This is an optimization exercise on Yosys and OpenROAD, whose aim is small area, a short achievable clock period and few clock cycles per item, not a production implementation. In this exercise RTL edits were held to simulation tests only and were not proved equivalent to the original. Power figures rest on the tool's default switching activity, not on a simulated workload.

// inter_pred_top
module inter_pred_top #(
	parameter int ADDR_W = pred_pkg::ADDR_W
) (
	input wire logic clk,
	input wire logic rst_i,
	input wire logic ref_row_wr_i,
	input wire logic [2:0] ref_row_idx_i,
	input wire pred_pkg::win_row_t ref_row_i,
	input wire logic start_i,
	input wire logic [ADDR_W-1:0] blk_addr_i,
	input wire logic [pred_pkg::FRAC_W-1:0] frac_x_i,
	input wire logic [pred_pkg::FRAC_W-1:0] frac_y_i,
	output logic busy_o,
	output logic done_o,
	input wire logic [ADDR_W-1:0] rd_addr_i,
	output logic [pred_pkg::BLK*pred_pkg::BLK*pred_pkg::PIX_W-1:0] pred_o
);
Settings: LEC_CHECK=0, CAP_MARGIN=5, CORE_MARGIN=2, CORE_UTILIZATION=40, CTS_CLUSTER_DIAMETER=80, CTS_CLUSTER_SIZE=30, SETUP_SLACK_MARGIN=4.7, SLEW_MARGIN=5; clock period 8.0 ns.
run.sh (not shown) runs the stock make flow with config.mk's settings and CLKGATE_MAP_FILE= SYNTH_SCRIPT=/design/flow/synth_recipe.tcl, a recipe that flattens the netlist after the stock synthesis.
Testbench counts at the start, summed over its fixed seeds: cycles 1,608, blocks 256.
==> next run, changes <==
- CAP_MARGIN: 5 -> 20
- SETUP_SLACK_MARGIN: 4.7 -> 5.0
- SLEW_MARGIN: 5 -> 20
The new run produced a clean layout; via count goes up slightly; core utilization goes up by 1.3 points; non-clock buffer count goes up by 182.
==> next run, changes <==
- SETUP_SLACK_MARGIN: 5.0 -> 4.5
What happened: Wire length falls by about 5%. Non-clock buffer count falls by 224. Total power falls by about 1.8%. Core utilization falls by 1.7 points. Sequential share of layout area rises by 2.0 points. Sequential power barely changes. Count of clock-buffer cells in the layout falls by 1. Setup slack gets worse by 0.087 ns. Final cell count falls by about 1.1%. Fmax falls by about 2.4%.
==> next run, changes <==
- CORE_UTILIZATION: 40 -> 55
- SETUP_SLACK_MARGIN: 4.5 -> 4.8
After rerunning:
- The changed run ran to the end with no violations
- total power came out higher by 1.3%
- area after synthesis does not change
- setup slack gets better by 0.20 ns
- cell area came out higher by 1.2%
- final cell count came out lower by 6.5%
- non-clock buffer count came out higher by 145
- routed wire length came out higher by 6.1%
- clock skew came out lower by 0.067 ns
- global-route usage came out higher by 13 points

========
Setup of before:
Another version of the RTL of inter_pred_top (not shown whole).
Size: about 14000 cells after synthesis, roughly 4800 flip-flops, roughly 190 I/O pins, roughly 150000 µm² of cells after synthesis.
==> flow/config.mk <==
export PLATFORM = sky130hd
export DESIGN_NAME = inter_pred_top
export DESIGN_NICKNAME = inter_pred_top
export VERILOG_FILES = /design/flow/design.v
export SDC_FILE = /design/flow/constraint.sdc
export NUM_CORES = 4
export LEC_CHECK = 0
export CAP_MARGIN = 20
export CORE_MARGIN = 2
export CORE_UTILIZATION = 40
export CTS_CLUSTER_DIAMETER = 80
export CTS_CLUSTER_SIZE = 30
export SETUP_SLACK_MARGIN = 4.7
export SLEW_MARGIN = 20
==> flow/constraint.sdc <==
create_clock -name core_clock -period 8.0 [get_ports {clk}]
set_input_delay 1.6000 -clock core_clock [delete_from_list [all_inputs] [get_ports {clk}]]
set_output_delay 1.6000 -clock core_clock [all_outputs]
set_load 0.01 [all_outputs]
before reached the end of the flow, and the finished layout is clean on the timing, DRC and antenna checks.
Testbench counts of before, summed over its fixed seeds: cycles 1,608, blocks 256.
Changes in after relative to before:
- PLACE_DENSITY now 0.7, previously not set
[summary]
Compared after vs before, and top fanout value on the critical path is up in after. [compare] base=before new=after: share of cell area taken by flip-flops and latches now sits higher, area growth from synthesis to layout now sits lower. Relative to before, routability congestion estimate increased by about 2% in after. after vs before on portion of total power attributed to combinational logic: after is the higher one. Routed wire in after totals less than in before. As far as register-to-register slack is concerned, after and before perform about the same. On static leakage power, after and before are basically level. Between after and before, the difference in number of ports placed on the die boundary is negligible. In after, the proportion of power drawn by the clock network came out 0.9 points below the value in before. The final critical-path share of the clock period number comes out higher for before vs after.

========
## red
Another version of the RTL of inter_pred_top (not shown whole).
For scale: roughly 190 I/O pins.
==> flow/config.mk <==
export PLATFORM = sky130hd
export DESIGN_NAME = inter_pred_top
export DESIGN_NICKNAME = inter_pred_top
export VERILOG_FILES = /design/flow/design.v
export SDC_FILE = /design/flow/constraint.sdc
export NUM_CORES = 4
export LEC_CHECK = 0
export CAP_MARGIN = 20
export CORE_MARGIN = 2
export CORE_UTILIZATION = 40
export SETUP_SLACK_MARGIN = 4.7
export SLEW_MARGIN = 20
==> flow/constraint.sdc <==
create_clock -name core_clock -period 8.0 [get_ports {clk}]
set_input_delay 1.6000 -clock core_clock [delete_from_list [all_inputs] [get_ports {clk}]]
set_output_delay 1.6000 -clock core_clock [all_outputs]
set_load 0.01 [all_outputs]
red reached the final stage; the timing, DRC and antenna checks on its layout passed.
Testbench counts of red, summed over its fixed seeds: cycles 1,600, blocks 256.
--- input diff red..blue ---
- an added CTS_CLUSTER_SIZE of 30
- an added CTS_CLUSTER_DIAMETER of 80
Notes after the runs:
Taking red as the reference, in blue post-layout minimum cycle time higher, post-route worst hold slack has increased, tightest slew margin relative to the limit -1.8 points. Final critical-path setup slack (blue over red): decrease, 24 ps. Looking at kind of critical path, the register to register result is from red; the input port to register one comes from blue. Post-CTS setup-driven buffer insertion count, blue vs red: up by a little under 10%.

========
## oak
inter_pred_top, a different RTL version from the one above (not shown whole).
Size: about 14000 cells after synthesis, about 4900 flip-flops, roughly 0.15 mm2 of cells after synthesis.
Settings: LEC_CHECK=0, CAP_MARGIN=20, CORE_MARGIN=2, CORE_UTILIZATION=40, CTS_CLUSTER_DIAMETER=80, CTS_CLUSTER_SIZE=30, SETUP_SLACK_MARGIN=4.8, SLEW_MARGIN=20; clock period 8.0 ns.
Testbench counts of oak, summed over its fixed seeds: cycles 1,608, blocks 256.
Input-level comparison between birch and oak:
# oak
export LEC_CHECK = 0
export CAP_MARGIN = 20
export CORE_MARGIN = 2
export CORE_UTILIZATION = 40
export CTS_CLUSTER_DIAMETER = 80
export CTS_CLUSTER_SIZE = 30
export SETUP_SLACK_MARGIN = 4.8
export SLEW_MARGIN = 20
create_clock -name core_clock -period 8.0 [get_ports {clk}]
# birch
export LEC_CHECK = 0
export CAP_MARGIN = 20
export CORE_MARGIN = 2
export CORE_UTILIZATION = 40
export CTS_CLUSTER_DIAMETER = 80
export CTS_CLUSTER_SIZE = 30
export SETUP_SLACK_MARGIN = 4.7
export SLEW_MARGIN = 20
create_clock -name core_clock -period 8.0 [get_ports {clk}]
--- outcome ---
birch falls short of oak in worst hold slack. In terms of clock-net power, oak and birch differ only marginally. For birch, the worst setup path startpoint was rd_addr_i[0], unlike oak, where it was u_fsm.waddr_q[4]$_DFFE_PP_. Final area in birch is 0.58% lower than in oak.

========
## sierra
inter_pred_top with an RTL version that a note above also has.
For scale: ~14000 cells after synthesis, ~0.16 mm² of cells after synthesis.
make LEC_CHECK=0 CAP_MARGIN=20 CORE_MARGIN=2 CORE_UTILIZATION=40 SETUP_SLACK_MARGIN=4.7 SLEW_MARGIN=20 finish   # period 8.0 ns
The flow did not stop early for sierra: all stages ran, and the layout cleared the timing, DRC and antenna checks.
Testbench counts of sierra, summed over its fixed seeds: cycles 1,608, blocks 256.
Setup changes, sierra to xenon
diff --git a/flow/config.mk b/flow/config.mk
--- a/flow/config.mk
+++ b/flow/config.mk
@@ -10,0 +11,2 @@
+export CTS_CLUSTER_DIAMETER = 80
+export CTS_CLUSTER_SIZE = 30
### Flow results
- Looking at global-route usage across xenon and sierra, the one that comes out lower is xenon.
- xenon: no failed stages, no open violations at the end
- xenon vs sierra, critical-path cell with the highest stage delay: fa_2 vs and2_4
- Going from sierra to xenon, cell area -about 6%; routed wire length saw a decrease; wire length of the first global-routing pass down 18 mm.

========
inter_pred_top, a different RTL version from the one above (not shown whole).
Size in the first run: ~15000 cells after synthesis, roughly 4900 flip-flops, ~190 I/O pins, about 160000 um2 of cells after synthesis.
clock: 8.0 ns
lec_check: 0
cap_margin: 20
core_margin: 2
core_utilization: 40
cts_cluster_diameter: 80
cts_cluster_size: 30
setup_slack_margin: 4.8
slew_margin: 20
The baseline completed without violations.
Testbench counts at the start, summed over its fixed seeds: cycles 1,608, blocks 256.
==> next run, changes <==
SETUP_SLACK_MARGIN = 4.7   (was 4.8)
Area after synthesis stays the same.
Cell count hardly moves.
Setup slack got worse by 0.030 ns.

==> port drivers added, routing unchanged <==
How much do the figures lean on ideal ports? The routed layouts below were timed once more, with nothing changed but the port constraints.
Step 1: set_driving_cell puts a clkbuf_16 on clk and a buf_2 on each other input, an assumption about the parent block.
Step 2 adds t to the input delays and takes it off the output delays; t is the mean of the earliest and latest rising clock arrival at the registers after step 1. Input paths then give back, and output paths get back, about the clock's delay inside the block.
a / b / c = ideal / step 1 / step 2; a / b = the first two.
| run | t (ns) | setup slack, ns | worst setup path after step 2 | clock arrival spread, ns | worst data-port slew with drivers (ns) |
|---|---|---|---|---|---|
| the first run of note 1 | 1.087 | 4.558 / 4.493 / 3.406 | input to register | 0.125 / 0.125 | 0.20 |
| the second run of note 1 | 1.073 | 4.479 / 4.545 / 3.471 | input to register | 0.137 / 0.137 | 0.19 |
| the third run of note 1 | 1.076 | 4.392 / 4.448 / 3.374 | input to register | 0.143 / 0.143 | 0.13 |
| the fourth run of note 1 | 1.069 | 4.591 / 4.665 / 3.597 | input to register | 0.085 / 0.085 | 0.13 |
| before | 1.064 | 4.267 / 4.267 / 3.572 | input to register | 0.121 / 0.120 | 0.15 |
| after | 1.056 | 4.280 / 4.280 / 3.593 | input to register | 0.142 / 0.142 | 0.20 |
| red | 1.123 | 4.474 / 4.474 / 3.392 | input to register | 0.113 / 0.113 | 0.18 |
| blue | 1.091 | 4.450 / 4.513 / 3.435 | input to register | 0.106 / 0.106 | 0.17 |
| oak | 1.071 | 4.594 / 4.594 / 3.654 | input to register | 0.111 / 0.112 | 0.09 |
| birch | 1.071 | 4.445 / 4.524 / 3.453 | input to register | 0.166 / 0.166 | 0.23 |
| sierra | 1.126 | 4.601 / 4.528 / 3.402 | input to register | 0.140 / 0.140 | 0.19 |
| xenon | 1.100 | 4.610 / 4.594 / 3.494 | input to register | 0.146 / 0.146 | 0.19 |
| the first run of note 6 | 1.103 | 4.619 / 4.579 / 3.497 | input to register | 0.175 / 0.176 | 0.16 |
| the second run of note 6 | 1.090 | 4.589 / 4.517 / 3.427 | input to register | 0.162 / 0.162 | 0.19 |
After both steps every run listed still meets setup and hold. The setup slack of sierra, which loses most, moves by -0.073 ns with the drivers and by -1.199 ns with both steps.
